This design comes from an exercise in tuning for small area, a short achievable clock period and few clock cycles per item on the open sky130 flow, not from production work. In this exercise RTL edits were held to simulation tests only and were not proved equivalent to the original. Power is estimated from default activity; no workload was simulated.

[design/flow/config.mk]
export PLATFORM = sky130hd
export DESIGN_NAME = clip_space_triangle_near_clipper
export DESIGN_NICKNAME = clip_space_triangle_near_clipper
export VERILOG_FILES = /design/flow/design.v
export SDC_FILE = /design/flow/constraint.sdc
export NUM_CORES = 4
export LEC_CHECK = 0
export CAP_MARGIN = 20
export CORE_MARGIN = 2
export CORE_UTILIZATION = 45
export SLEW_MARGIN = 20
[design/flow/constraint.sdc]
create_clock -name core_clock -period 13.0 [get_ports {clock}]
set_input_delay 2.6000 -clock core_clock [delete_from_list [all_inputs] [get_ports {clock}]]
set_output_delay 2.6000 -clock core_clock [all_outputs]
set_load 0.01 [all_outputs]
[design/flow/design.v]
package ctnc_pkg;
   localparam int COORD_BITS = 32;
   localparam int FRAC_BITS  = 16;
   localparam int RGB_BITS   = 24;
   localparam int QBITS      = COORD_BITS + FRAC_BITS;
   localparam int DIV_STEPS  = QBITS;
   localparam int STEP_BITS  = $clog2(DIV_STEPS + 1);
   localparam int REQ_BYTES  = (4 * COORD_BITS + RGB_BITS + 7) / 8;
   localparam int RSP_BYTES  = (4 * COORD_BITS + RGB_BITS + 7) / 8;
   typedef logic signed [COORD_BITS-1:0] coord_type;
   typedef struct packed {
      coord_type x;
      coord_type y;
      coord_type z;
      coord_type w;
      logic [RGB_BITS-1:0] rgb;
   } vtx_type;
   localparam logic [2:0] SRC_V0 = 3'd0;
   localparam logic [2:0] SRC_V1 = 3'd1;
   localparam logic [2:0] SRC_V2 = 3'd2;
   localparam logic [2:0] SRC_C1 = 3'd3;
   localparam logic [2:0] SRC_C2 = 3'd4;
   typedef struct packed {
      logic       hold0;      
      logic       hold1;      
      logic       hold2;      
      logic       clip_go;    
      logic [1:0] clip_out;   
      logic [1:0] clip_in;    
      logic       clip_dst;   
      logic [2:0] src;        
      logic       emit;       
   } cmd_type;
   typedef struct packed {
      logic       clip_busy;
      logic       reject;
      logic [2:0] near_out;
   } sts_type;
endpackage
module clip_space_triangle_near_clipper (
   input  logic         clock,
   input  logic         reset,
   input  logic         req_tvalid,
   output logic         req_tready,
   input  logic [ctnc_pkg::REQ_BYTES*8-1:0] req_tdata,
   output logic         rsp_tvalid,
   input  logic         rsp_tready,
   output logic [ctnc_pkg::RSP_BYTES*8-1:0] rsp_tdata,
   output logic         rsp_tlast
);
   localparam logic [1:0] TY_VIS = 2'd0;
   localparam logic [1:0] TY_TWO = 2'd1;
   localparam logic [1:0] TY_ONE = 2'd2;
   localparam logic [1:0] DV_IDLE = 2'd0;
   localparam logic [1:0] DV_DS2  = 2'd1;
   localparam logic [1:0] DV_RUN  = 2'd2;
   localparam logic [1:0] DV_DONE = 2'd3;
   logic [151:0] slot0, slot1, slot2;
   logic [5:0]   fl0, fl1, fl2;           
   logic [2:0]   free_ff;
   logic [1:0]   wi_ff;
   logic         full_ff;
   logic         rdy_ff;
   logic         em_act_ff;
   logic [1:0]   typ_ff;
   logic [1:0]   ra_ff, rb_ff, rc_ff;
   logic [2:0]   idx_ff;
   logic [127:0] out_xyzw;
   logic [23:0]  out_rgb;
   logic         valid_ff, last_ff;
   logic         adone_ff, bdone_ff;
   logic [1:0]   dv_ff;
   logic         dvj_ff;                  
   logic [31:0]  nmag_ff, dmag_ff;
   logic         nz_ff, ng_ff;
   logic [31:0]  dd_ff;                   
   logic [33:0]  d3_ff;                   
   logic [31:0]  rr_ff;                   
   logic [31:0]  qn_ff;                   
   logic [2:0]   cnt_ff;
   logic         sat_ff, zero_ff, neg_ff;
   logic         mact_ff;                 
   logic         mj_ff;                   
   logic [2:0]   mk_ff;                   
   logic [31:0]  tm_ff;                   
   logic         tn_ff;                   
   logic         t1_ff;                   
   logic [31:0]  dm_ff;                   
   logic         ds_ff;                   
   logic         mbv_ff, mbph_ff;
   logic [1:0]   mbk_ff;
   logic         mbj_ff;
   logic [47:0]  acc_ff;
   logic         mcv_ff, mcj_ff, mcsh_ff;
   logic [1:0]   mck_ff;
   logic         sg_ff;                   
   assign req_tready = rdy_ff;
   assign rsp_tvalid = valid_ff;
   assign rsp_tlast  = last_ff;
   assign rsp_tdata  = {out_rgb, out_xyzw};
   logic signed [32:0] ix, iy, iz, iw;
   logic [5:0] in_fl;
   always_comb begin
      ix = {req_tdata[31],  req_tdata[31:0]};
      iy = {req_tdata[63],  req_tdata[63:32]};
      iz = {req_tdata[95],  req_tdata[95:64]};
      iw = {req_tdata[127], req_tdata[127:96]};
      in_fl[0] = (iz + iw) < 0;           
      in_fl[1] = (iw - iz) < 0;           
      in_fl[2] = (ix + iw) < 0;           
      in_fl[3] = (iw - ix) < 0;           
      in_fl[4] = (iy + iw) < 0;           
      in_fl[5] = (iw - iy) < 0;           
   end
   logic       deciding;
   logic [2:0] nr;
   logic       reject;
   logic [1:0] typ_d, ra_d, rb_d, rc_d;
   always_comb begin
      deciding = full_ff && !em_act_ff;
      nr = {fl2[0], fl1[0], fl0[0]};
      reject = |(fl0 & fl1 & fl2);
      typ_d = TY_VIS; ra_d = 2'd0; rb_d = 2'd1; rc_d = 2'd2;
      if (nr[0] && nr[1]) begin
         typ_d = TY_TWO; ra_d = 2'd0; rb_d = 2'd1; rc_d = 2'd2;
      end else if (nr[1] && nr[2]) begin
         typ_d = TY_TWO; ra_d = 2'd1; rb_d = 2'd2; rc_d = 2'd0;
      end else if (nr[0] && nr[2]) begin
         typ_d = TY_TWO; ra_d = 2'd2; rb_d = 2'd0; rc_d = 2'd1;
      end else if (nr[0]) begin
         typ_d = TY_ONE; ra_d = 2'd0; rb_d = 2'd1; rc_d = 2'd2;
      end else if (nr[1]) begin
         typ_d = TY_ONE; ra_d = 2'd1; rb_d = 2'd2; rc_d = 2'd0;
      end else if (nr[2]) begin
         typ_d = TY_ONE; ra_d = 2'd2; rb_d = 2'd0; rc_d = 2'd1;
      end
   end
   logic clip_go;
   assign clip_go = deciding && !reject && (typ_d != TY_VIS);
   logic [1:0] ja_o, ja_i, ja_w, jb_o, jb_i, jb_w;
   always_comb begin
      if (typ_ff == TY_TWO) begin
         ja_o = ra_ff; ja_i = rc_ff; ja_w = ra_ff;
         jb_o = rb_ff; jb_i = rc_ff; jb_w = rb_ff;
      end else begin
         ja_o = ra_ff; ja_i = rc_ff; ja_w = rc_ff;
         jb_o = ra_ff; jb_i = rb_ff; jb_w = ra_ff;
      end
   end
   function automatic logic [31:0] rd(input logic [1:0] s, input logic [1:0] k,
                                      input logic [151:0] a, input logic [151:0] b,
                                      input logic [151:0] c);
      logic [127:0] v;
      case (s)
         2'd0:    v = a[127:0];
         2'd1:    v = b[127:0];
         default: v = c[127:0];
      endcase
      case (k)
         2'd0:    rd = v[31:0];
         2'd1:    rd = v[63:32];
         2'd2:    rd = v[95:64];
         default: rd = v[127:96];
      endcase
   endfunction
   logic [1:0]  p2_o, mc_w;
   logic [31:0] p2_oc;
   logic [47:0] pp;
   logic        big;
   logic [31:0] pm;
   logic [32:0] sum_c;
   logic [31:0] res_c;
   always_comb begin
      p2_o  = mcj_ff ? jb_o : ja_o;
      mc_w  = mcj_ff ? jb_w : ja_w;
      p2_oc = rd(p2_o, mck_ff, slot0, slot1, slot2);
      pp    = mcsh_ff ? {16'd0, acc_ff[47:16]} : acc_ff;
      big   = |pp[47:31];
      if (sg_ff) pm = big ? 32'h8000_0000 : {1'b0, pp[30:0]};
      else       pm = big ? 32'h7FFF_FFFF : {1'b0, pp[30:0]};
      sum_c = {p2_oc[31], p2_oc} + ({1'b0, pm} ^ {33{sg_ff}}) + {32'd0, sg_ff};
      if (sum_c[32] != sum_c[31]) res_c = sum_c[32] ? 32'h8000_0000 : 32'h7FFF_FFFF;
      else                        res_c = sum_c[31:0];
   end
   logic a_fin, b_fin;
   assign a_fin = mcv_ff && !mcj_ff && (mck_ff == 2'd3);
   assign b_fin = mcv_ff &&  mcj_ff && (mck_ff == 2'd3);
   logic [1:0] typ_c, ra_c, rb_c, rc_c;
   logic [2:0] idx_c;
   logic       cand, e_rdy, e_last, e_byp;
   logic [1:0] xs, cs_rgb;
   always_comb begin
      if (deciding) begin
         typ_c = typ_d; ra_c = ra_d; rb_c = rb_d; rc_c = rc_d; idx_c = 3'd0;
         cand  = !reject;
      end else begin
         typ_c = typ_ff; ra_c = ra_ff; rb_c = rb_ff; rc_c = rc_ff; idx_c = idx_ff;
         cand  = em_act_ff;
      end
      xs = ra_c; cs_rgb = ra_c; e_rdy = 1'b1; e_last = 1'b0; e_byp = 1'b0;
      case (typ_c)
         TY_TWO: begin
            case (idx_c)
               3'd0:    begin xs = rc_c; end
               3'd1:    begin xs = ra_c; e_rdy = adone_ff || a_fin; e_byp = a_fin; end
               default: begin xs = rb_c; e_rdy = bdone_ff || b_fin; e_byp = b_fin;
                              e_last = 1'b1; end
            endcase
            cs_rgb = xs;
         end
         TY_ONE: begin
            case (idx_c)
               3'd0:    begin xs = rb_c; cs_rgb = rb_c; end
               3'd1:    begin xs = rc_c; cs_rgb = rc_c; end
               3'd2:    begin xs = rc_c; cs_rgb = ra_c; e_rdy = adone_ff || a_fin;
                              e_byp = a_fin; end
               3'd3:    begin xs = rb_c; cs_rgb = rb_c; end
               3'd4:    begin xs = rc_c; cs_rgb = ra_c; end
               default: begin xs = ra_c; cs_rgb = ra_c; e_rdy = bdone_ff || b_fin;
                              e_byp = b_fin; e_last = 1'b1; end
            endcase
         end
         default: begin
            case (idx_c)
               3'd0:    xs = ra_c;
               3'd1:    xs = rb_c;
               default: begin xs = rc_c; e_last = 1'b1; end
            endcase
            cs_rgb = xs;
         end
      endcase
   end
   logic out_free, em_go;
   assign out_free = !valid_ff || rsp_tready;
   assign em_go    = cand && e_rdy && out_free;
   logic [127:0] e_xyzw;
   logic [23:0]  e_rgb;
   always_comb begin
      case (xs)
         2'd0:    e_xyzw = slot0[127:0];
         2'd1:    e_xyzw = slot1[127:0];
         default: e_xyzw = slot2[127:0];
      endcase
      if (e_byp) e_xyzw[127:96] = res_c;
      case (cs_rgb)
         2'd0:    e_rgb = slot0[151:128];
         2'd1:    e_rgb = slot1[151:128];
         default: e_rgb = slot2[151:128];
      endcase
   end
   logic mb_fin, mb_free, m_free, take, ma_go;
   logic        ds1_a, ds1_b;
   logic [1:0]  p1_o, p1_i, p1_k;
   logic [31:0] p1_oc, p1_ic;
   always_comb begin
      ds1_a = clip_go;
      ds1_b = (dv_ff == DV_DS2);
      if (ds1_a) begin
         p1_o = ra_d;
         p1_i = rc_d;
         p1_k = 2'd2;
      end else if (ds1_b) begin
         p1_o = jb_o;
         p1_i = jb_i;
         p1_k = 2'd2;
      end else begin
         p1_o = (take ? dvj_ff : mj_ff) ? jb_o : ja_o;
         p1_i = (take ? dvj_ff : mj_ff) ? jb_i : ja_i;
         p1_k = take ? 2'd0 : mk_ff[1:0];
      end
      p1_oc = rd(p1_o, p1_k, slot0, slot1, slot2);
      p1_ic = rd(p1_i, p1_k, slot0, slot1, slot2);
   end
   logic signed [32:0] df_p, df_n;
   logic [31:0] dmag_c, nmag_c;
   logic        nz_c, ng_c;
   always_comb begin
      df_p   = {p1_ic[31], p1_ic} - {p1_oc[31], p1_oc};
      df_n   = {p1_oc[31], p1_oc} - {p1_ic[31], p1_ic};
      dmag_c = df_p[32] ? df_n[31:0] : df_p[31:0];
      nmag_c = p1_oc[31] ? (32'd0 - p1_oc) : p1_oc;
      nz_c   = (p1_oc == 32'd0);
      ng_c   = (!p1_oc[31] && !nz_c) ^ df_p[32];
   end
   logic [31:0] ds2_r, ds2_q;
   logic [2:0]  ds2_cnt;
   logic        ds2_sat;
   logic        lt0, lt4, lt8, lt12;
   always_comb begin
      ds2_sat = ({15'd0, nmag_ff[31:15]} >= dmag_ff);
      lt0  = (nmag_ff < dmag_ff);
      lt4  = ({4'd0, nmag_ff[31:4]} < dmag_ff);
      lt8  = ({8'd0, nmag_ff[31:8]} < dmag_ff);
      lt12 = ({12'd0, nmag_ff[31:12]} < dmag_ff);
      if (nz_ff || ds2_sat) begin
         ds2_cnt = 3'd0; ds2_r = '0; ds2_q = '0;
      end else if (lt0) begin
         ds2_cnt = 3'd3; ds2_r = nmag_ff; ds2_q = '0;
      end else if (lt4) begin
         ds2_cnt = 3'd4; ds2_r = {4'd0, nmag_ff[31:4]}; ds2_q = {nmag_ff[3:0], 28'd0};
      end else if (lt8) begin
         ds2_cnt = 3'd5; ds2_r = {8'd0, nmag_ff[31:8]}; ds2_q = {nmag_ff[7:0], 24'd0};
      end else if (lt12) begin
         ds2_cnt = 3'd6; ds2_r = {12'd0, nmag_ff[31:12]}; ds2_q = {nmag_ff[11:0], 20'd0};
      end else begin
         ds2_cnt = 3'd7; ds2_r = {16'd0, nmag_ff[31:16]}; ds2_q = {nmag_ff[15:0], 16'd0};
      end
   end
   function automatic logic [33:0] r4(input logic [31:0] r, input logic [1:0] b,
                                      input logic [31:0] d, input logic [33:0] d3);
      logic [33:0] rp;
      logic [34:0] s1, s2, s3;
      rp = {r, b};
      s1 = {1'b0, rp} - {3'b0, d};
      s2 = {1'b0, rp} - {2'b0, d, 1'b0};
      s3 = {1'b0, rp} - {1'b0, d3};
      if (!s3[34])      r4 = {2'd3, s3[31:0]};
      else if (!s2[34]) r4 = {2'd2, s2[31:0]};
      else if (!s1[34]) r4 = {2'd1, s1[31:0]};
      else              r4 = {2'd0, rp[31:0]};
   endfunction
   logic [33:0] st1, st2;
   logic [31:0] r2, qn_next;
   always_comb begin
      st1 = r4(rr_ff, qn_ff[31:30], dd_ff, d3_ff);
      st2 = r4(st1[31:0], qn_ff[29:28], dd_ff, d3_ff);
      r2  = st2[31:0];
      qn_next = {qn_ff[27:0], st1[33:32], st2[33:32]};
   end
   logic        dv_last, dv_res;
   logic [31:0] qsel, tm_c;
   always_comb begin
      dv_last = (dv_ff == DV_RUN) && (cnt_ff == 3'd0);
      dv_res  = dv_last || (dv_ff == DV_DONE);
      qsel    = (dv_ff == DV_DONE) ? qn_ff : qn_next;
      if (zero_ff)     tm_c = 32'd0;
      else if (sat_ff) tm_c = neg_ff ? 32'h8000_0000 : 32'h7FFF_FFFF;
      else             tm_c = qsel;
   end
   always_comb begin
      mb_fin  = mbv_ff && (t1_ff || mbph_ff);
      mb_free = !mbv_ff || mb_fin;
      m_free  = !mact_ff || (mk_ff[2] && mb_free);
      take    = dv_res && m_free &&
                !(!dvj_ff && typ_ff == TY_ONE && idx_ff < 3'd2);
      ma_go   = take || (mact_ff && !mk_ff[2] && mb_free);
   end
   logic [15:0] th;
   logic [47:0] mul_c;
   always_comb begin
      th    = mbph_ff ? tm_ff[31:16] : tm_ff[15:0];
      mul_c = {16'd0, dm_ff} * {32'd0, th} + (mbph_ff ? {16'd0, acc_ff[47:16]} : 48'd0);
   end
   logic acc_in;
   assign acc_in = req_tvalid && rdy_ff;
   logic [2:0] free_n;
   logic [1:0] wi_n;
   always_comb begin
      free_n = free_ff;
      wi_n   = wi_ff;
      if (acc_in) begin
         free_n[wi_ff] = 1'b0;
         wi_n = (wi_ff == 2'd2) ? 2'd0 : wi_ff + 2'd1;
      end
      if (deciding && reject) free_n = 3'b111;
      if (em_go) begin
         if (e_last && typ_c != TY_VIS) free_n = 3'b111;
         else if (typ_c == TY_VIS)      free_n[xs] = 1'b1;
      end
   end
   always_ff @(posedge clock) begin
      if (reset) begin
         free_ff   <= 3'b111;
         wi_ff     <= 2'd0;
         full_ff   <= 1'b0;
         rdy_ff    <= 1'b1;
         em_act_ff <= 1'b0;
         valid_ff  <= 1'b0;
         dv_ff     <= DV_IDLE;
         mact_ff   <= 1'b0;
         mbv_ff    <= 1'b0;
         mcv_ff    <= 1'b0;
      end else begin
         free_ff <= free_n;
         wi_ff   <= wi_n;
         rdy_ff  <= free_n[wi_n];
         if (acc_in && wi_ff == 2'd2) full_ff <= 1'b1;
         else if (deciding)           full_ff <= 1'b0;
         if (deciding && !reject)     em_act_ff <= !(em_go && e_last);
         else if (em_go && e_last)    em_act_ff <= 1'b0;
         if (em_go)           valid_ff <= 1'b1;
         else if (rsp_tready) valid_ff <= 1'b0;
         case (dv_ff)
            DV_IDLE: if (clip_go) dv_ff <= DV_DS2;
            DV_DS2:  dv_ff <= DV_RUN;
            DV_RUN:  if (dv_last) begin
               if (!take)       dv_ff <= DV_DONE;
               else if (dvj_ff) dv_ff <= DV_IDLE;
            end
            default: if (take) dv_ff <= dvj_ff ? DV_IDLE : DV_RUN;
         endcase
         if (take)                       mact_ff <= 1'b1;
         else if (mk_ff[2] && mb_free)   mact_ff <= 1'b0;
         if (ma_go)       mbv_ff <= 1'b1;
         else if (mb_fin) mbv_ff <= 1'b0;
         mcv_ff <= mb_fin;
      end
   end
   always_ff @(posedge clock) begin
      if (deciding && !reject) begin
         typ_ff <= typ_d; ra_ff <= ra_d; rb_ff <= rb_d; rc_ff <= rc_d;
      end
      if (em_go) idx_ff <= idx_c + 3'd1;
      else if (deciding) idx_ff <= 3'd0;
      if (em_go) begin
         out_xyzw <= e_xyzw;
         out_rgb  <= e_rgb;
         last_ff  <= e_last;
      end
      if (clip_go) begin
         adone_ff <= 1'b0; bdone_ff <= 1'b0;
      end else begin
         if (a_fin) adone_ff <= 1'b1;
         if (b_fin) bdone_ff <= 1'b1;
      end
   end
   always_ff @(posedge clock) begin
      if (acc_in && wi_ff == 2'd0) begin slot0 <= req_tdata; fl0 <= in_fl; end
      if (acc_in && wi_ff == 2'd1) begin slot1 <= req_tdata; fl1 <= in_fl; end
      if (acc_in && wi_ff == 2'd2) begin slot2 <= req_tdata; fl2 <= in_fl; end
      if (mcv_ff) begin
         case (mc_w)
            2'd0: slot0[32*mck_ff +: 32] <= res_c;
            2'd1: slot1[32*mck_ff +: 32] <= res_c;
            default: slot2[32*mck_ff +: 32] <= res_c;
         endcase
      end
   end
   always_ff @(posedge clock) begin
      if (ds1_a || ds1_b) begin
         nmag_ff <= nmag_c; dmag_ff <= dmag_c; nz_ff <= nz_c; ng_ff <= ng_c;
      end
      if ((dv_ff == DV_DS2) || (take && !dvj_ff)) begin
         dd_ff   <= dmag_ff;
         d3_ff   <= {2'b0, dmag_ff} + {1'b0, dmag_ff, 1'b0};
         rr_ff   <= ds2_r;
         qn_ff   <= ds2_q;
         cnt_ff  <= ds2_cnt;
         sat_ff  <= ds2_sat;
         zero_ff <= nz_ff;
         neg_ff  <= ng_ff;
         dvj_ff  <= (dv_ff != DV_DS2);
      end else if (dv_ff == DV_RUN) begin
         rr_ff  <= r2;
         qn_ff  <= qn_next;
         cnt_ff <= cnt_ff - 3'd1;
      end
   end
   always_ff @(posedge clock) begin
      if (take) begin
         tm_ff <= tm_c;
         tn_ff <= neg_ff;
         t1_ff <= (tm_c[31:16] == 16'd0);
         mj_ff <= dvj_ff;
      end
      if (ma_go) begin
         dm_ff   <= dmag_c;
         ds_ff   <= df_p[32];
         mbk_ff  <= take ? 2'd0 : mk_ff[1:0];
         mbj_ff  <= take ? dvj_ff : mj_ff;
         mk_ff   <= take ? 3'd1 : mk_ff + 3'd1;
         mbph_ff <= 1'b0;
      end else if (mbv_ff && !mb_fin) begin
         mbph_ff <= 1'b1;
      end
      if (mbv_ff) acc_ff <= mul_c;
      if (mb_fin) begin
         sg_ff   <= ds_ff ^ tn_ff;
         mck_ff  <= mbk_ff;
         mcj_ff  <= mbj_ff;
         mcsh_ff <= t1_ff;
      end
   end
endmodule
[design/flow/run.sh]
#!/bin/bash
# synth_recipe.tcl (not shown) runs the flow's synth.tcl, then flattens the netlist and writes it again
# the make line also repeats each setting of config.mk as NAME=value (left out here)
make -C /OpenROAD-flow-scripts/flow DESIGN_CONFIG=/design/flow/config.mk WORK_HOME=/design/flow/orfs CLKGATE_MAP_FILE= SYNTH_SCRIPT=/design/flow/synth_recipe.tcl finish
==> out/results.tsv, run 1 <==
metric	value	unit
status	no timing/DRC/antenna violations	
Area contributors post-synth	edfxtp_1 (16%), ha_1 (10%), dfxtp_1 (10%)	
Final Max Tran Viols	0	
TritonRoute pass-1 iters	7	
most frequent cells in the layout	nand2_1 (1,222), inv_1 (1,034), a21oi_1 (840)	
CP Launch Type	register	
DR WL met2	178000	um
first-pass GRT wire length	596000	um
Final Non-Filler Cells	13845	
Lkg Pwr	44.4	nW
final wirelength	412000	um
WP data required	13.54	ns
peak fanout along the critical path	50	
IO buf count	310	
CORE AREA	0.207	mm^2
die area	0.211	mm^2
mean area per synthesized cell	8.40	um^2
post-CTS sizing	0	
critical path type	register to register	
Post-synth EDFFs	504	
async set-reset flop share out of synthesis	0	
Clk pin slew, worst setup/hold paths	0.06	ns
Max Freq	0.0987	GHz
clk_skew	0.112	ns
Max VDD drop	0.000342	V
Layout area overhead	10.3	%
worst rel slew slack	0.164	
die width	459	um
Die Y	459	um
crit path DAT	10.68	ns
Routed Antenna Nets	0	
Total Routing Usage GR	0.379	
fin nets	12425	
I/O pins	311	
final setup vio count	0	
layout cells sized above 1	0.0521	
DRC	0	
CTS tree	built	
Most used DFF post-synth	edfxtp_1	
largest net degree at the start of global routing	191	
Post-CTS Hold Buffers	0	
Synth Instances	11107	
most common cell after layout, fill and taps aside	nand2_1	
placed insts	13627	
drt wl/cell	29.8	um
GP Congestion	1.01	
Tightest Pin Transition	1.25	ns
Worst-Skew Late Latency	0.83	ns
synth unique cells	102	
top layer in use	met5	
# rows	167	
RSZ-0062 raised after global routing	false	
post-synth top area share	0.162	
maximum clock path buffer count	3	
initial antenna violation count	18	
Hold WC Path Type	register to register	
period utilization	0.779	
# clock sinks	981	
WL met1	161000	um
setup tns final	0	ns
syn_nets	12494	
final hold viol count	0	
vias in the first global route	87247	
Yosys warnings	1	
Initial DRC Count	11314	
Worst setup EP type	register	
Final min period	10.13	ns
hpwl dp	299000	um
Pwr per Cell Area	199	mW/mm^2
total grt overflow	0	
vias	90295	
Max-Cap Viols	0	
Cell Area, Synth	0.0933	mm^2
Vias/cell	6.52	
H-tree depth	3	
register area share after synthesis	0.265	
TritonCTS buffer count	112	
clock root buffer	clkbuf_16	
cell taking the most area after synthesis	edfxtp_1	
routed wl met3	41700	um
post-CTS setup buffers	0	
initial core utilization	0.451	
synthesized flop and latch total	981	
-- Yosys cell counts, drive strengths merged, types with 54 or more instances --
master,number
nand2,1229
inv,1041
a21oi,849
nor2,846
ha,771
o22ai,600
o21ai,518
clkbuf,517
edfxtp,504
mux2i,500
dfxtp,477
fa,460
a21o,247
xnor2,237
and2,229
a31oi,218
buf,150
nor3,150
o221ai,125
a211oi,123
nand3,112
xor2,86
nor2b,85
nand2b,84
a311oi,75
o21a,74
o21bai,67
and3,55
o211ai,54
-- routing by layer --
layer | vias up | global-route usage
met4 | 24 | 0.249
met1 | 44004 | 0.482
met3 | 1339 | 0.0840
met2 | 5444 | 0.579
met5 | - | 0
li1 | 39484 | -
-- area by class of cell --
type                    instances  area [um^2]
flip-flops and latches        981        24700
fillers                     19510       104000
diodes                          8         20.0
multi-input cells            8416        62600
well taps                    2704         3380
repair buffers                484         4520
clock inverters                73          781
inverters                    1043         3930
clock buffers                 136         3020
-- power breakdown --
group	leakage (nW)	switching [mW]	internal, mW
logic	34.0	7.09	4.39
registers	8.55	1.14	4.48
clock network	1.86	1.48	1.87
-- metrics by stage --
stage | power (mW) | util | hold WS (ns) | cell area (um^2) | setup WS (ns)
floorplan | 13.0 | - | 0.400 | 93300 | 4.75
finish | 20.4 | 0.498 | 0.390 | 103000 | 2.87
CTS | 20.2 | 0.498 | 0.399 | 103000 | 2.73
global route | 21.8 | 0.498 | 0.420 | 103000 | 2.37
detailed placement | 16.7 | 0.479 | 0.406 | 99000 | 2.72
global placement | 16.7 | 0.479 | 0.404 | 99000 | 2.87
-- kinds of logic after synthesis --
kind of cell | Yosys count | share of synthesized area
AO/OA/AOI/OAI | 3299 | 0.226
XOR/XNOR | 323 | 0.0303
adder cells (fa/ha/maj) | 1238 | 0.203
buffers and inverters | 1710 | 0.0704
flip-flops | 981 | 0.265
multiplexers | 541 | 0.0586
AND/OR/NAND/NOR | 3015 | 0.147
-- critical path: stages, from the launching register on --
cell and delay [ns]:
dfxtp_2 0.32, buf_4 0.53, or3b_1 0.48, a21boi_2 0.23, or4_1 0.55, nand3b_1 0.25
mux2i_1 0.39, a21o_4 0.63, nand2_1 0.73, o221ai_1 0.48, nor2_1 0.07, or4_1 0.63
ha_1 0.43, nor2b_1 0.14, o21ai_0 0.10, a21o_1 0.22, a211oi_1 0.29, nor2_1 0.17
o311ai_0 0.91, a221o_1 0.37, o41ai_1 0.13, o311ai_0 0.68, mux2i_4 0.46, buf_12 0.30
mux2i_1 0.17, xor2_1 0.24
-- final timing paths --
check                           depth (start not counted)        end      start  slack [ns]
worst max register to register                         25  dm_ff[26]     mbv_ff        2.87
worst min-delay path                                    0  mck_ff[0]  mbk_ff[0]        0.39
worst max-delay path                                   25  dm_ff[26]     mbv_ff        2.87
worst min register to register                          0  mck_ff[0]  mbk_ff[0]        0.39
-- sequential cells by signal, summed over array words and instances (netlist names), 24 cells and up --
name and cells:
slot1 152, rr_ff 32, acc_ff 48, d3_ff 33
qn_ff 32, dd_ff 32, nmag_ff 32, slot2 152
tm_ff 32, out_xyzw 128, slot0 152, out_rgb 24
dm_ff 32, dmag_ff 32
Testbench counts, summed over its fixed seeds: cycles 2,847, triangles 256.
==> inputs of run 2 (changes only) <==
--- a/design/flow/config.mk
+++ b/design/flow/config.mk
@@ -9,3 +9,5 @@
 export CORE_MARGIN = 2
 export CORE_UTILIZATION = 45
+export SETUP_SLACK_MARGIN = 5
 export SLEW_MARGIN = 20
+export TNS_END_PERCENT = 100
==> out/results.tsv, run 2 <==
metric	value	unit	change
vias in the first global route	87221		was 87,247
status	no timing/DRC/antenna violations		unchanged
reg2reg start	mck_ff[0]		was mbv_ff
synth unique cells	102		unchanged
initial antenna violation count	20		was 18
crit-path cells	ha_2 -> clkinv_1 -> o21ai_0 -> nor3_1 -> a21oi_1 -> ha_1 -> inv_1 -> or4_1 -> or3_1 -> o2111a_1 -> a21oi_1 -> o211ai_1 -> mux2i_1 -> nand2_2 -> nand2_1 -> buf_4 -> nand2_1 -> buf_4 -> o22ai_1		
post-route cell area	0.105	mm^2	was 0.103 mm^2
Pwr per Cell Area	199	mW/mm^2	about the same
Hold WC Path Type	register to register		unchanged
Worst setup EP type	register		unchanged
final wirelength	421000	um	was 412,000 um
Cell Area, Synth	0.0933	mm^2	unchanged
I/O pins	311		unchanged
Final Util	0.508		was 0.498
CP max stage cell	clkinv_1		was o311ai_0
vias	91628		was 90,295
hold path start	ng_ff		was mbk_ff[0]
IO buf count	310		unchanged
TritonRoute pass-1 iters	15		was 7
Max VDD drop	0.000365	V	was 0.000342 V
Die Y	459	um	unchanged
TritonCTS buffer count	113		was 112
clock root buffer	clkbuf_16		unchanged
fin nets	12519		was 12,425
DRC	0		unchanged
slowest cell delay on critical path	0.81	ns	was 0.91 ns
period utilization	0.620		was 0.779
drt wl/cell	30.2	um	was 29.8 um
worst path bufs/invs	4		was 2
Clk pin slew, worst setup/hold paths	0.07	ns	was 0.06 ns
setup tns final	0	ns	unchanged
WHS	0.424	ns	was 0.390 ns
synthesized flop and latch total	981		unchanged
mean area per synthesized cell	8.40	um^2	unchanged
Largest regs	slot0: 152 flops, slot1: 152 flops, slot2: 152 flops		unchanged
Routed Antenna Nets	0		unchanged
async set-reset flop share out of synthesis	0		unchanged
# rows	167		unchanged
Yosys warnings	1		unchanged
CP startpoint	mck_ff[0]		was mbv_ff
Post-CTS Hold Buffers	0		unchanged
top cells by count, synth	nand2_1 (1,229), inv_1 (1,038), a21oi_1 (846), nor2_1 (842), ha_1 (771)		unchanged
area of the multi-input gates	0.0635	mm^2	was 0.0626 mm^2
CP Launch Type	register		unchanged
CTS tree	built		unchanged
clk_skew	0.123	ns	was 0.112 ns
largest net degree at the start of global routing	191		unchanged
reg2reg path depth	19		was 25
final setup vio count	0		unchanged
placed standard-cell area	0.0990	mm^2	about the same
cell count along the critical path	19		was 25
maximum clock path buffer count	3		unchanged
area occupied by registers	0.0247	mm^2	unchanged
Max-Cap Viols	0		unchanged
total grt overflow	0		unchanged
crit path DAT	8.61	ns	was 10.68 ns
fill cell count	19311		was 19,510
Synth Instances	11107		unchanged
register area share after synthesis	0.265		unchanged
WP data required	13.56	ns	was 13.54 ns
syn_nets	12494		unchanged
hpwl dp	299000	um	about the same
most common cell after layout, fill and taps aside	nand2_1		unchanged
critical path type	register to register		unchanged
count leader, synth	nand2_1		unchanged
Max Freq	0.124	GHz	was 0.0987 GHz
final hold viol count	0		unchanged
most frequent cells in the layout	nand2_1 (1,219), inv_1 (1,033), a21oi_1 (833)		was nand2_1 (1,222), inv_1 (1,034), a21oi_1 (840)
Total Routing Usage GR	0.383		was 0.379
post-synth top area share	0.162		unchanged
Final min period	8.06	ns	was 10.13 ns
worst hold path stage count	0		unchanged
die area	0.211	mm^2	unchanged
worst rel slew slack	0.139		was 0.164
layout cells sized above 1	0.0661		was 0.0521
# clock sinks	981		unchanged
initial core utilization	0.451		unchanged
CORE AREA	0.207	mm^2	unchanged
Worst-Skew Late Latency	0.85	ns	was 0.83 ns
Initial DRC Count	12297		was 11,314
Vias/cell	6.57		was 6.52
peak fanout along the critical path	23		was 50
Post-synth EDFFs	504		unchanged
first-pass GRT wire length	600000	um	was 596,000 um
cell taking the most area after synthesis	edfxtp_1		unchanged
GP Congestion	1.03		was 1.01
Area contributors post-synth	edfxtp_1 (16%), ha_1 (10%), dfxtp_1 (10%)		unchanged
Final Max Tran Viols	0		unchanged
CP top delay family	compound AO/OA/AOI/OAI gates		unchanged
Tightest Pin Transition	1.28	ns	was 1.25 ns
Layout area overhead	12.6	%	was 10.3%
Most used DFF post-synth	edfxtp_1		unchanged
RSZ-0062 raised after global routing	false		unchanged
H-tree depth	3		unchanged
die width	459	um	unchanged
Lkg Pwr	45.3	nW	was 44.4 nW
[run 2: cell types whose count changed in the layout (fill, tap and decap cells not counted), moves of 10 or more]
cell	previous run	this run
buf_4	166	211
buf_12	7	23
nand3_4	0	16
clkinv_2	25	13
mux2_4	1	13
diode_2	8	19
mux2_2	40	29
mux2_8	0	11
nand3_2	14	3
clkbuf_1	15	25
[run 2: layer usage]
metal	share of wire	vias to the layer above	routed length [um]	track usage
met4	0.076	16	32000	0.249
met5	0.00029	-	123	0
met3	0.11	1382	45500	0.0914
li1	-	39712	-	-
met2	0.43	5865	182000	0.585
met1	0.38	44653	161000	0.483
[run 2: final timing paths]
check | end | slack [ns]
worst max-delay path | out_xyzw[115] | 4.94
worst min-delay path | neg_ff | 0.42
worst max register to register | out_xyzw[115] | 4.94
worst min register to register | neg_ff | 0.42
[run 2: logic make-up (layout without fill, tap and decap cells)]
family                     count (synthesis)  count (layout)  share of synthesized area
other                                      0              19                          0
and+or+nand+nor                         3015            3015                      0.147
AOI/OAI and AO/OA                       3299            3301                      0.226
adders and majority gates               1238            1238                      0.203
xor gates and xnor gates                 323             323                     0.0303
buffers and inverters                   1710            1820                     0.0704
DFF                                      981             981                      0.265
muxes                                    541             554                     0.0586
[run 2: worst register-to-register path: stages (launching register included)]
cell and delay [ns]:
edfxtp_1 0.60, ha_2 0.79, clkinv_1 0.84, o21ai_0 0.28, nor3_1 0.16, a21oi_1 0.73, ha_1 0.29, inv_1 0.06
or4_1 0.53, or3_1 0.35, o2111a_1 0.19, a21oi_1 0.30, o211ai_1 0.25, mux2i_1 0.40, nand2_2 0.33, nand2_1 0.16
buf_4 0.49, nand2_1 0.21, buf_4 0.32, o22ai_1 0.53
[run 2: timing repair]
item,in CTS,in global routing
pin swaps,3,4
setup buffers,16,53
gates cloned,9,11
gates resized for setup,98,70
endpoints found under the setup margin,506,463
[run 2: final cells by class]
| cell class | instances | area share |
|---|---|---|
| tap | 2704 | 0.0322 |
| sequential | 981 | 0.235 |
| timing repair buffer | 562 | 0.0520 |
| clock inverter | 62 | 0.00851 |
| antenna | 19 | 0.000453 |
| inverter | 1043 | 0.0374 |
| multi-input combinational | 8431 | 0.604 |
| clock buffer | 153 | 0.0300 |
[run 2: metrics by stage]
step / power, mW / setup WS, ns / std cells
after floorplan: 13.0 / 5.26 / 11107
after global placement: 16.6 / 3.28 / 13630
after detailed placement: 16.6 / 3.05 / 13631
after CTS: 20.4 / 5.01 / 13871
after global routing: 22.1 / 4.95 / 13938
final: 20.9 / 4.94 / 13955
[run 2: power by group]
group | internal [mW] | switching [mW] | total [mW]
clock network | 2.00 | 1.53 | 3.53
logic | 4.51 | 7.25 | 11.8
registers | 4.48 | 1.14 | 5.62
==> inputs of run 3 (changes only) <==
--- a/design/flow/design.v
+++ b/design/flow/design.v
@@ -57,7 +57,7 @@
    localparam logic [1:0] DV_DONE = 2'd3;
    logic [151:0] slot0, slot1, slot2;
-   logic [5:0]   fl0, fl1, fl2;           
+   logic [5:0]   fl0, fl1;                
+   logic         rej_ff;
    logic [2:0]   free_ff;
-   logic [1:0]   wi_ff;
    logic         full_ff;
    logic         rdy_ff;
@@ -79,5 +79,5 @@
    logic [31:0]  qn_ff;                   
    logic [2:0]   cnt_ff;
-   logic         sat_ff, zero_ff, neg_ff;
+   logic         sat_ff, zero_ff, neg_ff, one_ff;
    logic         mact_ff;                 
    logic         mj_ff;                   
@@ -91,9 +91,11 @@
    logic [1:0]   mbk_ff;
    logic         mbj_ff;
-   logic [47:0]  acc_ff;
+   logic [51:0]  acc_ff;
    logic         mcv_ff, mcj_ff, mcsh_ff;
    logic [1:0]   mck_ff;
    logic         sg_ff;                   
-   assign req_tready = rdy_ff;
+   logic [2:0] rel;                       
+   logic [1:0] wi_ff;
+   assign req_tready = rdy_ff || rel[wi_ff];
    assign rsp_tvalid = valid_ff;
    assign rsp_tlast  = last_ff;
@@ -113,12 +115,13 @@
       in_fl[5] = (iw - iy) < 0;           
    end
-   logic       deciding;
+   logic       deciding, reject;
    logic [2:0] nr;
-   logic       reject;
+   logic       rej_d;
    logic [1:0] typ_d, ra_d, rb_d, rc_d;
    always_comb begin
       deciding = full_ff && !em_act_ff;
-      nr = {fl2[0], fl1[0], fl0[0]};
-      reject = |(fl0 & fl1 & fl2);
+      reject = rej_ff;
+      nr = {in_fl[0], fl1[0], fl0[0]};
+      rej_d = |(fl0 & fl1 & in_fl);
       typ_d = TY_VIS; ra_d = 2'd0; rb_d = 2'd1; rc_d = 2'd2;
       if (nr[0] && nr[1]) begin
@@ -137,5 +140,5 @@
    end
    logic clip_go;
-   assign clip_go = deciding && !reject && (typ_d != TY_VIS);
+   assign clip_go = deciding && !reject && (typ_ff != TY_VIS);
    logic [1:0] ja_o, ja_i, ja_w, jb_o, jb_i, jb_w;
    always_comb begin
@@ -166,5 +169,5 @@
    logic [1:0]  p2_o, mc_w;
    logic [31:0] p2_oc;
-   logic [47:0] pp;
+   logic [51:0] pp;
    logic        big;
    logic [31:0] pm;
@@ -175,6 +178,6 @@
       mc_w  = mcj_ff ? jb_w : ja_w;
       p2_oc = rd(p2_o, mck_ff, slot0, slot1, slot2);
-      pp    = mcsh_ff ? {16'd0, acc_ff[47:16]} : acc_ff;
-      big   = |pp[47:31];
+      pp    = mcsh_ff ? {16'd0, acc_ff[51:16]} : acc_ff;
+      big   = |pp[51:31];
       if (sg_ff) pm = big ? 32'h8000_0000 : {1'b0, pp[30:0]};
       else       pm = big ? 32'h7FFF_FFFF : {1'b0, pp[30:0]};
@@ -191,11 +194,6 @@
    logic [1:0] xs, cs_rgb;
    always_comb begin
-      if (deciding) begin
-         typ_c = typ_d; ra_c = ra_d; rb_c = rb_d; rc_c = rc_d; idx_c = 3'd0;
-         cand  = !reject;
-      end else begin
-         typ_c = typ_ff; ra_c = ra_ff; rb_c = rb_ff; rc_c = rc_ff; idx_c = idx_ff;
-         cand  = em_act_ff;
-      end
+      typ_c = typ_ff; ra_c = ra_ff; rb_c = rb_ff; rc_c = rc_ff; idx_c = idx_ff;
+      cand  = em_act_ff || (deciding && !reject);
       xs = ra_c; cs_rgb = ra_c; e_rdy = 1'b1; e_last = 1'b0; e_byp = 1'b0;
       case (typ_c)
@@ -257,6 +255,6 @@
       ds1_b = (dv_ff == DV_DS2);
       if (ds1_a) begin
-         p1_o = ra_d;
-         p1_i = rc_d;
+         p1_o = ja_o;
+         p1_i = ja_i;
          p1_k = 2'd2;
       end else if (ds1_b) begin
@@ -265,7 +263,7 @@
          p1_k = 2'd2;
       end else begin
-         p1_o = (take ? dvj_ff : mj_ff) ? jb_o : ja_o;
-         p1_i = (take ? dvj_ff : mj_ff) ? jb_i : ja_i;
-         p1_k = take ? 2'd0 : mk_ff[1:0];
+         p1_o = ((!mact_ff || mk_ff[2]) ? dvj_ff : mj_ff) ? jb_o : ja_o;
+         p1_i = ((!mact_ff || mk_ff[2]) ? dvj_ff : mj_ff) ? jb_i : ja_i;
+         p1_k = (!mact_ff || mk_ff[2]) ? 2'd0 : mk_ff[1:0];
       end
       p1_oc = rd(p1_o, p1_k, slot0, slot1, slot2);
@@ -286,11 +284,9 @@
    logic [2:0]  ds2_cnt;
    logic        ds2_sat;
-   logic        lt0, lt4, lt8, lt12;
+   logic        lt0, lt4;
    always_comb begin
       ds2_sat = ({15'd0, nmag_ff[31:15]} >= dmag_ff);
       lt0  = (nmag_ff < dmag_ff);
       lt4  = ({4'd0, nmag_ff[31:4]} < dmag_ff);
-      lt8  = ({8'd0, nmag_ff[31:8]} < dmag_ff);
-      lt12 = ({12'd0, nmag_ff[31:12]} < dmag_ff);
       if (nz_ff || ds2_sat) begin
          ds2_cnt = 3'd0; ds2_r = '0; ds2_q = '0;
@@ -299,8 +295,4 @@
       end else if (lt4) begin
          ds2_cnt = 3'd4; ds2_r = {4'd0, nmag_ff[31:4]}; ds2_q = {nmag_ff[3:0], 28'd0};
-      end else if (lt8) begin
-         ds2_cnt = 3'd5; ds2_r = {8'd0, nmag_ff[31:8]}; ds2_q = {nmag_ff[7:0], 24'd0};
-      end else if (lt12) begin
-         ds2_cnt = 3'd6; ds2_r = {12'd0, nmag_ff[31:12]}; ds2_q = {nmag_ff[11:0], 20'd0};
       end else begin
          ds2_cnt = 3'd7; ds2_r = {16'd0, nmag_ff[31:16]}; ds2_q = {nmag_ff[15:0], 16'd0};
@@ -346,16 +338,22 @@
       ma_go   = take || (mact_ff && !mk_ff[2] && mb_free);
    end
-   logic [15:0] th;
-   logic [47:0] mul_c;
+   logic [19:0] th;
+   logic [51:0] mul_c;
    always_comb begin
-      th    = mbph_ff ? tm_ff[31:16] : tm_ff[15:0];
-      mul_c = {16'd0, dm_ff} * {32'd0, th} + (mbph_ff ? {16'd0, acc_ff[47:16]} : 48'd0);
+      th    = mbph_ff ? {4'd0, tm_ff[31:20], 4'd0} : tm_ff[19:0];
+      mul_c = {20'd0, dm_ff} * {32'd0, th} + (mbph_ff ? {16'd0, acc_ff[51:16]} : 52'd0);
    end
    logic acc_in;
-   assign acc_in = req_tvalid && rdy_ff;
+   assign acc_in = req_tvalid && req_tready;
    logic [2:0] free_n;
    logic [1:0] wi_n;
    always_comb begin
-      free_n = free_ff;
+      rel = 3'b000;
+      if (deciding && reject) rel = 3'b111;
+      if (em_go) begin
+         if (e_last && typ_c != TY_VIS) rel = 3'b111;
+         else if (typ_c == TY_VIS)      rel[xs] = 1'b1;
+      end
+      free_n = free_ff | rel;
       wi_n   = wi_ff;
       if (acc_in) begin
@@ -363,9 +361,4 @@
          wi_n = (wi_ff == 2'd2) ? 2'd0 : wi_ff + 2'd1;
       end
-      if (deciding && reject) free_n = 3'b111;
-      if (em_go) begin
-         if (e_last && typ_c != TY_VIS) free_n = 3'b111;
-         else if (typ_c == TY_VIS)      free_n[xs] = 1'b1;
-      end
    end
    always_ff @(posedge clock) begin
@@ -376,4 +369,5 @@
          rdy_ff    <= 1'b1;
          em_act_ff <= 1'b0;
+         idx_ff    <= 3'd0;
          valid_ff  <= 1'b0;
          dv_ff     <= DV_IDLE;
@@ -387,6 +381,7 @@
          if (acc_in && wi_ff == 2'd2) full_ff <= 1'b1;
          else if (deciding)           full_ff <= 1'b0;
-         if (deciding && !reject)     em_act_ff <= !(em_go && e_last);
+         if (deciding && !reject)     em_act_ff <= 1'b1;
          else if (em_go && e_last)    em_act_ff <= 1'b0;
+         if (em_go) idx_ff <= e_last ? 3'd0 : idx_ff + 3'd1;
          if (em_go)           valid_ff <= 1'b1;
          else if (rsp_tready) valid_ff <= 1'b0;
@@ -408,9 +403,8 @@
    end
    always_ff @(posedge clock) begin
-      if (deciding && !reject) begin
+      if (acc_in && wi_ff == 2'd2) begin
+         rej_ff <= rej_d;
          typ_ff <= typ_d; ra_ff <= ra_d; rb_ff <= rb_d; rc_ff <= rc_d;
       end
-      if (em_go) idx_ff <= idx_c + 3'd1;
-      else if (deciding) idx_ff <= 3'd0;
       if (em_go) begin
          out_xyzw <= e_xyzw;
@@ -426,7 +420,4 @@
    end
    always_ff @(posedge clock) begin
-      if (acc_in && wi_ff == 2'd0) begin slot0 <= req_tdata; fl0 <= in_fl; end
-      if (acc_in && wi_ff == 2'd1) begin slot1 <= req_tdata; fl1 <= in_fl; end
-      if (acc_in && wi_ff == 2'd2) begin slot2 <= req_tdata; fl2 <= in_fl; end
       if (mcv_ff) begin
          case (mc_w)
@@ -436,4 +427,7 @@
          endcase
       end
+      if (acc_in && wi_ff == 2'd0) begin slot0 <= req_tdata; fl0 <= in_fl; end
+      if (acc_in && wi_ff == 2'd1) begin slot1 <= req_tdata; fl1 <= in_fl; end
+      if (acc_in && wi_ff == 2'd2) slot2 <= req_tdata;
    end
    always_ff @(posedge clock) begin
@@ -450,4 +444,5 @@
          zero_ff <= nz_ff;
          neg_ff  <= ng_ff;
+         one_ff  <= nz_ff || (!ds2_sat && lt4);
          dvj_ff  <= (dv_ff != DV_DS2);
       end else if (dv_ff == DV_RUN) begin
@@ -461,5 +456,5 @@
          tm_ff <= tm_c;
          tn_ff <= neg_ff;
-         t1_ff <= (tm_c[31:16] == 16'd0);
+         t1_ff <= one_ff;
          mj_ff <= dvj_ff;
       end
==> out/results.tsv, run 3 <==
metric	value	unit	change
RSZ-0062 raised after global routing	true		was false
most common cell after layout, fill and taps aside	nand2_1		unchanged
crit path DAT	8.55	ns	was 8.61 ns
total grt overflow	0		unchanged
Layout area overhead	12.6	%	about the same
clk_skew	0.0745	ns	was 0.123 ns
Worst setup EP type	register		unchanged
Most used DFF post-synth	edfxtp_1		unchanged
cell taking the most area after synthesis	edfxtp_1		unchanged
vias	91709		was 91,628
Routed Antenna Nets	0		unchanged
top layer in use	met5		unchanged
Post-CTS Hold Buffers	0		unchanged
Worst-Skew Late Latency	0.84	ns	was 0.85 ns
fill cell count	20283		was 19,311
Simple-Gate Fraction of Synth Area	0.145		was 0.147
worst rel slew slack	0.108		was 0.139
first-pass GRT wire length	605000	um	was 600,000 um
Total Routing Usage GR	0.365		was 0.383
IO buf count	310		unchanged
TritonRoute pass-1 iters	9		was 15
synthesized flop and latch total	981		unchanged
Max-Cap Viols	0		unchanged
DR WL met2	186000	um	was 182,000 um
fin nets	12763		was 12,519
Final Util	0.510		was 0.508
CORE AREA	0.220	mm^2	was 0.207 mm^2
most frequent cells in the layout	nand2_1 (1,217), inv_1 (1,044), edfxtp_1 (960)		was nand2_1 (1,219), inv_1 (1,033), a21oi_1 (833)
Die Y	475	um	was 459 um
Clk pin slew, worst setup/hold paths	0.07	ns	about the same
Final min period	8.02	ns	was 8.06 ns
critical path type	register to register		unchanged
I/O pins	311		unchanged
Yosys warnings	1		unchanged
top cells by count, synth	nand2_1 (1,230), inv_1 (1,056), edfxtp_1 (960), a21oi_1 (957), nor2_1 (782)		was nand2_1 (1,229), inv_1 (1,038), a21oi_1 (846), nor2_1 (842), ha_1 (771)
area of the multi-input gates	0.0656	mm^2	was 0.0635 mm^2
mean area per synthesized cell	8.89	um^2	was 8.40 um^2
routed wl met3	42700	um	was 45,500 um
Largest regs	slot0: 152 flops, slot1: 152 flops, slot2: 152 flops		unchanged
post-synth top area share	0.289		was 0.162
WL met1	160000	um	was 161,000 um
Hold WC Path Type	register to register		unchanged
reg2reg path depth	27		was 19
drt wl/cell	29.7	um	was 30.2 um
final setup vio count	0		unchanged
largest net degree at the start of global routing	170		was 191
Max Freq	0.125	GHz	was 0.124 GHz
Adder-Cell Fraction of Synth Area	0.214		was 0.203
Synth Instances	11219		was 11,107
DRC	0		unchanged
register area share after synthesis	0.293		was 0.265
async set-reset flop share out of synthesis	0		unchanged
# clock sinks	981		unchanged
CP Launch Type	register		unchanged
# rows	172		was 167
maximum clock path buffer count	3		unchanged
period utilization	0.617		was 0.620
Lkg Pwr	47.2	nW	was 45.3 nW
status	no timing/DRC/antenna violations		unchanged
worst hold path stage count	0		unchanged
mux cell area share after synthesis	0.0354		was 0.0586
Vias/cell	6.40		was 6.57
initial core utilization	0.453		was 0.451
clock root buffer	clkbuf_16		unchanged
count leader, synth	nand2_1		unchanged
layout cells sized above 1	0.0717		was 0.0661
Tightest Pin Transition	1.34	ns	was 1.28 ns
hpwl dp	300000	um	was 299,000 um
die width	475	um	was 459 um
final wirelength	426000	um	was 421,000 um
WHS	0.421	ns	was 0.424 ns
TritonCTS buffer count	114		was 113
peak fanout along the critical path	8		was 23
vias in the first global route	87610		was 87,221
Final Max Tran Viols	0		unchanged
GP Congestion	0.991		was 1.03
Initial DRC Count	11837		was 12,297
initial antenna violation count	32		was 20
CTS tree	built		unchanged
Post-synth EDFFs	960		was 504
Cell Area, Synth	0.0998	mm^2	was 0.0933 mm^2
synth unique cells	93		was 102
Compound-Gate Fraction of Synth Area	0.214		was 0.226
Synth Area in XOR/XNOR	0.0319		was 0.0303
setup tns final	0	ns	unchanged
Pwr per Cell Area	132	mW/mm^2	was 199 mW/mm^2
WP data required	13.52	ns	was 13.56 ns
largest family of logic cells by synthesized area	compound AO/OA/AOI/OAI gates		unchanged
syn_nets	12723		was 12,494
Max VDD drop	0.000265	V	was 0.000365 V
Area contributors post-synth	edfxtp_1 (29%), fa_1 (12%), ha_1 (9.6%)		was edfxtp_1 (16%), ha_1 (10%), dfxtp_1 (10%)
final hold viol count	0		unchanged
area occupied by registers	0.0293	mm^2	was 0.0247 mm^2
H-tree depth	3		unchanged
die area	0.226	mm^2	was 0.211 mm^2
==> run 3: cell families (layout without fill, tap and decap cells) <==
logic type / count (synthesis) / count (layout)
buffers and inverters: 1746 / 1860
and+or+nand+nor: 3129 / 3136
other: 0 / 16
adders and majority gates: 1356 / 1356
muxes: 350 / 368
xor gates and xnor gates: 363 / 363
DFF: 981 / 981
AOI/OAI and AO/OA: 3294 / 3295
==> run 3: final timing paths <==
kind	slack (ns)	from	end
max	4.98	mbph_ff	acc_ff[45]
min reg2reg	0.42	ng_ff	neg_ff
min	0.42	ng_ff	neg_ff
max reg2reg	4.98	mbph_ff	acc_ff[45]
==> run 3: what timing repair did <==
action | in CTS | in global routing
hold endpoints to repair | 0 | 0
endpoints found under the setup margin | 600 | 491
gates resized for setup | 121 | 145
setup buffers | 35 | 63
pin swaps | 10 | 40
cloned | 25 | 8
==> run 3: stage by stage <==
stage | setup WS [ns] | power [mW] | cells | instance area (um^2)
floorplan | 5.11 | 8.40 | 11219 | 99800
global placement | 3.74 | 10.3 | 13966 | 106000
detailed placement | 3.59 | 10.3 | 13968 | 106000
CTS | 5.00 | 14.2 | 14244 | 111000
global route | 4.86 | 15.6 | 14321 | 112000
finish | 4.98 | 14.9 | 14333 | 112000
==> run 3: per-layer routing <==
metal | global-route usage | vias up
li1 | - | 39981
met1 | 0.456 | 44996
met2 | 0.562 | 5473
met3 | 0.0743 | 1247
met4 | 0.260 | 12
met5 | 0 | -
==> run 3: final cells by class <==
cell class / instances / area share
multi-input cells: 8518 / 0.584
flip-flops and latches: 981 / 0.260
repair buffers: 577 / 0.0512
inverters: 1067 / 0.0359
well taps: 2958 / 0.0329
clock buffers: 128 / 0.0259
clock inverters: 88 / 0.00953
diodes: 16 / 0.000356
==> run 3: worst max-delay path, stage by stage, from the launching register on <==
cell,delay (ns)
dfxtp_4,0.48
clkbuf_16,0.20
buf_4,0.12
mux2_4,0.39
and2_4,0.19
fa_1,0.49
inv_1,0.05
fa_1,0.47
fa_1,0.50
inv_1,0.06
fa_1,0.61
fa_1,0.47
fa_1,0.54
fa_1,0.48
ha_4,0.28
a21o_1,0.19
a21o_1,0.19
a21o_1,0.18
a21o_1,0.17
a21oi_2,0.18
o21ai_4,0.09
nand4bb_4,0.26
a31oi_4,0.25
nor3_4,0.06
a221o_1,0.37
a41oi_2,0.20
nor2b_4,0.18
xnor2_1,0.06
==> run 3: where the power goes <==
part	switching (mW)	total, mW	internal [mW]
Sequential	0.159	4.07	3.91
Combinational	4.38	7.27	2.89
Clock	1.51	3.52	2.02
Testbench counts of run 3, summed over its fixed seeds: cycles 2,314, triangles 256.
==> inputs of run 4 (changes only) <==
==> design/flow/flow/run.sh (new file) <==
#!/bin/bash
# The standard layout, with timing repair aimed below the clock period:
# repair_timing works on every path slower than 13 - 7 = 6 ns. The SDC,
# the clock period and all else are the standard flow's.
set -euo pipefail
export SETUP_SLACK_MARGIN=7
bash standard.sh > standard_flow.log 2>&1
==> design/flow/standard.sh (new file) <==
#!/bin/bash
# synth_recipe.tcl (not shown) runs the flow's synth.tcl, then flattens the netlist and writes it again
# the make line also repeats each setting of config.mk as NAME=value (left out here)
make -C /OpenROAD-flow-scripts/flow DESIGN_CONFIG=/design/flow/config.mk WORK_HOME=/design/flow/orfs CLKGATE_MAP_FILE= SYNTH_SCRIPT=/design/flow/synth_recipe.tcl "${@:-finish}"
--- a/design/flow/config.mk
+++ b/design/flow/config.mk
@@ -9,5 +9,3 @@
 export CORE_MARGIN = 2
 export CORE_UTILIZATION = 45
-export SETUP_SLACK_MARGIN = 5
 export SLEW_MARGIN = 20
-export TNS_END_PERCENT = 100
removed: design/flow/run.sh
==> out/results.tsv, run 4 <==
metric	value	unit	change
Lkg Pwr	53.9	nW	was 47.2 nW
Routed Antenna Nets	0		unchanged
first-pass GRT wire length	677000	um	was 605,000 um
final hold viol count	0		unchanged
GP Congestion	0.986		was 0.991
slowest cell delay on critical path	0.58	ns	was 0.61 ns
hpwl dp	302000	um	was 300,000 um
clk_skew	0.102	ns	was 0.0745 ns
Pwr per Cell Area	134	mW/mm^2	was 132 mW/mm^2
# clock sinks	981		unchanged
post-route cell area	0.131	mm^2	was 0.112 mm^2
crit path DAT	8.51	ns	was 8.55 ns
syn_nets	12723		unchanged
TritonCTS buffer count	117		was 114
most used cell, CP	fa_1		unchanged
Synth Instances	11219		unchanged
Area contributors post-synth	edfxtp_1 (29%), fa_1 (12%), ha_1 (9.6%)		unchanged
clock root buffer	clkbuf_16		unchanged
critical path type	register to register		unchanged
mean area per synthesized cell	8.89	um^2	unchanged
Die Y	475	um	unchanged
CP Launch Type	register		unchanged
initial antenna violation count	35		was 32
Layout area overhead	30.8	%	was 12.6%
placed standard-cell area	0.106	mm^2	about the same
Largest regs	slot0: 152 flops, slot1: 152 flops, slot2: 152 flops		unchanged
worst rel slew slack	-0.356		was 0.108
DRC	0		unchanged
Yosys warnings	1		unchanged
fin nets	13501		was 12,763
Total Routing Usage GR	0.413		was 0.365
Max VDD drop	0.000352	V	was 0.000265 V
most common cell after layout, fill and taps aside	nand2_1		unchanged
Most used DFF post-synth	edfxtp_1		unchanged
setup tns final	0	ns	unchanged
TritonRoute pass-1 iters	13		was 9
WP data required	13.54	ns	was 13.52 ns
Clk pin slew, worst setup/hold paths	0.06	ns	was 0.07 ns
Final WS setup	5.03	ns	was 4.98 ns
maximum clock path buffer count	3		unchanged
initial core utilization	0.453		unchanged
placed insts	13975		was 13,968
peak fanout along the critical path	7		was 8
RSZ-0062 raised after global routing	true		unchanged
Hold WC Path Type	register to register		unchanged
die width	475	um	unchanged
Final Max Tran Viols	6		was 0
die area	0.226	mm^2	unchanged
Max-Cap Viols	2		was 0
layout check faults	capacitance limit, slew limit		
H-tree depth	3		unchanged
Final Util	0.593		was 0.510
register area share after synthesis	0.293		unchanged
Vias/cell	6.59		was 6.40
WHS	0.402	ns	was 0.421 ns
status	complete, but fails checks		was no timing/DRC/antenna violations
CP max stage cell	fa_1		unchanged
pre-CTS setup slack	3.54	ns	was 3.59 ns
fill cell count	18234		was 20,283
CTS tree	built		unchanged
async set-reset flop share out of synthesis	0		unchanged
period utilization	0.613		was 0.617
Worst setup EP type	register		unchanged
total grt overflow	0		unchanged
post-synth top area share	0.289		unchanged
Worst-Skew Late Latency	0.89	ns	was 0.84 ns
I/O pins	311		unchanged
count leader, synth	nand2_1		unchanged
layout cells sized above 1	0.226		was 0.0717
final wirelength	488000	um	was 426,000 um
vias	99375		was 91,709
synth unique cells	93		unchanged
Post-synth EDFFs	960		unchanged
vias in the first global route	95111		was 87,610
CORE AREA	0.220	mm^2	unchanged
cell taking the most area after synthesis	edfxtp_1		unchanged
Cell Area, Synth	0.0998	mm^2	unchanged
largest net degree at the start of global routing	172		was 170
drt wl/cell	32.4	um	was 29.7 um
Design Power	17.5	mW	was 14.9 mW
IO buf count	310		unchanged
top cells by count, synth	nand2_1 (1,230), inv_1 (1,056), edfxtp_1 (960), a21oi_1 (957), nor2_1 (782)		unchanged
most frequent cells in the layout	nand2_1 (1,155), inv_1 (1,010), edfxtp_1 (960)		was nand2_1 (1,217), inv_1 (1,044), edfxtp_1 (960)
final setup vio count	0		unchanged
Tightest Pin Transition	2.02	ns	was 1.34 ns
Final min period	7.97	ns	was 8.02 ns
Final Non-Filler Cells	15069		was 14,333
Post-CTS Hold Buffers	0		unchanged
Initial DRC Count	14031		was 11,837
Max Freq	0.125	GHz	about the same
synthesized flop and latch total	981		unchanged
# rows	172		unchanged
[run 4: cell families after synthesis]
| family | Yosys count | synth area share |
|---|---|---|
| AO/OA/AOI/OAI | 3294 | 0.214 |
| AND/OR/NAND/NOR | 3129 | 0.145 |
| buffers and inverters | 1746 | 0.0666 |
| adder cells (fa/ha/maj) | 1356 | 0.214 |
| flip-flops | 981 | 0.293 |
| XOR/XNOR | 363 | 0.0319 |
| multiplexers | 350 | 0.0354 |
[run 4: what timing repair did]
item / in CTS / in global routing
resized for setup: 1532 / 919
pin swaps: 425 / 514
gates cloned: 93 / 16
setup endpoints to repair: 703 / 633
buffers inserted: 509 / 231
[run 4: final cells by class]
class                           instances  area [um^2]  area share
Timing Repair Buffer                 1303        15100       0.116
Multi-Input combinational cell       8527        74200       0.569
Clock buffer                          132         2990      0.0229
Sequential cell                       981        29300       0.224
Clock inverter                         87         1140     0.00873
Tap cell                             2958         3700      0.0283
Inverter                             1067         4070      0.0312
Antenna cell                           14         35.0    0.000268
[run 4: power by group]
group,switching [mW],internal (mW)
sequential,0.181,3.91
clock,1.61,2.06
combinational,5.45,4.28
[run 4: path summary, 6_finish.rpt]
check / end / slack (ns) / cells past startpoint / startpoint
min: mcj_ff / 0.40 / 0 / mbj_ff
min reg2reg: mcj_ff / 0.40 / 0 / mbj_ff
max: acc_ff[45] / 5.03 / 28 / mbph_ff
max reg2reg: acc_ff[45] / 5.03 / 28 / mbph_ff
[run 4: critical path, delay by kind of cell (launching register included)]
| family | cells | cell delay (ns) |
|---|---|---|
| buffers and inverters | 6 | 0.49 |
| adders and majority gates | 8 | 3.89 |
| and+or+nand+nor | 4 | 0.62 |
| xor gates and xnor gates | 1 | 0.10 |
| muxes | 1 | 0.39 |
| AOI/OAI and AO/OA | 8 | 1.74 |
| DFF | 1 | 0.43 |
[run 4: routing by layer]
| metal | vias to the layer above | wire length, um | global-route usage |
|---|---|---|---|
| met1 | 48245 | 168000 | 0.487 |
| met4 | 29 | 52500 | 0.330 |
| met2 | 7200 | 202000 | 0.605 |
| li1 | 41550 | - | - |
| met5 | - | 435 | 0.00303 |
| met3 | 2351 | 65100 | 0.149 |

## port drivers added, routing unchanged
Ports are ideal in the flow. The routed layouts listed here were re-timed in OpenROAD.
Step 1 assumes that a clkbuf_16 drives the clock port and a buf_2 every other input.
Step 2, shift: input delay + t, output delay - t, t = (earliest + latest rising clock arrival at the registers) / 2. This alone moves slack from input paths to output paths.
Three values: ideal ports, drivers, drivers and shift; two values: the first two.
| run | shift t [ns] | setup WS [ns] | hold slack, ns | worst register clock-pin slew, ns |
|---|---|---|---|---|
| run 1 | 0.876 | 2.867 / 2.867 / 2.867 | 0.390 / 0.390 / 0.390 | 0.07 / 0.07 |
| run 2 | 0.868 | 4.941 / 4.941 / 4.941 | 0.424 / 0.424 / 0.424 | 0.08 / 0.08 |
| run 3 | 0.894 | 4.975 / 4.975 / 4.975 | 0.421 / 0.421 / 0.421 | 0.07 / 0.07 |
| run 4 | 0.936 | 5.028 / 5.028 / 5.028 | 0.402 / 0.402 / 0.402 | 0.08 / 0.08 |
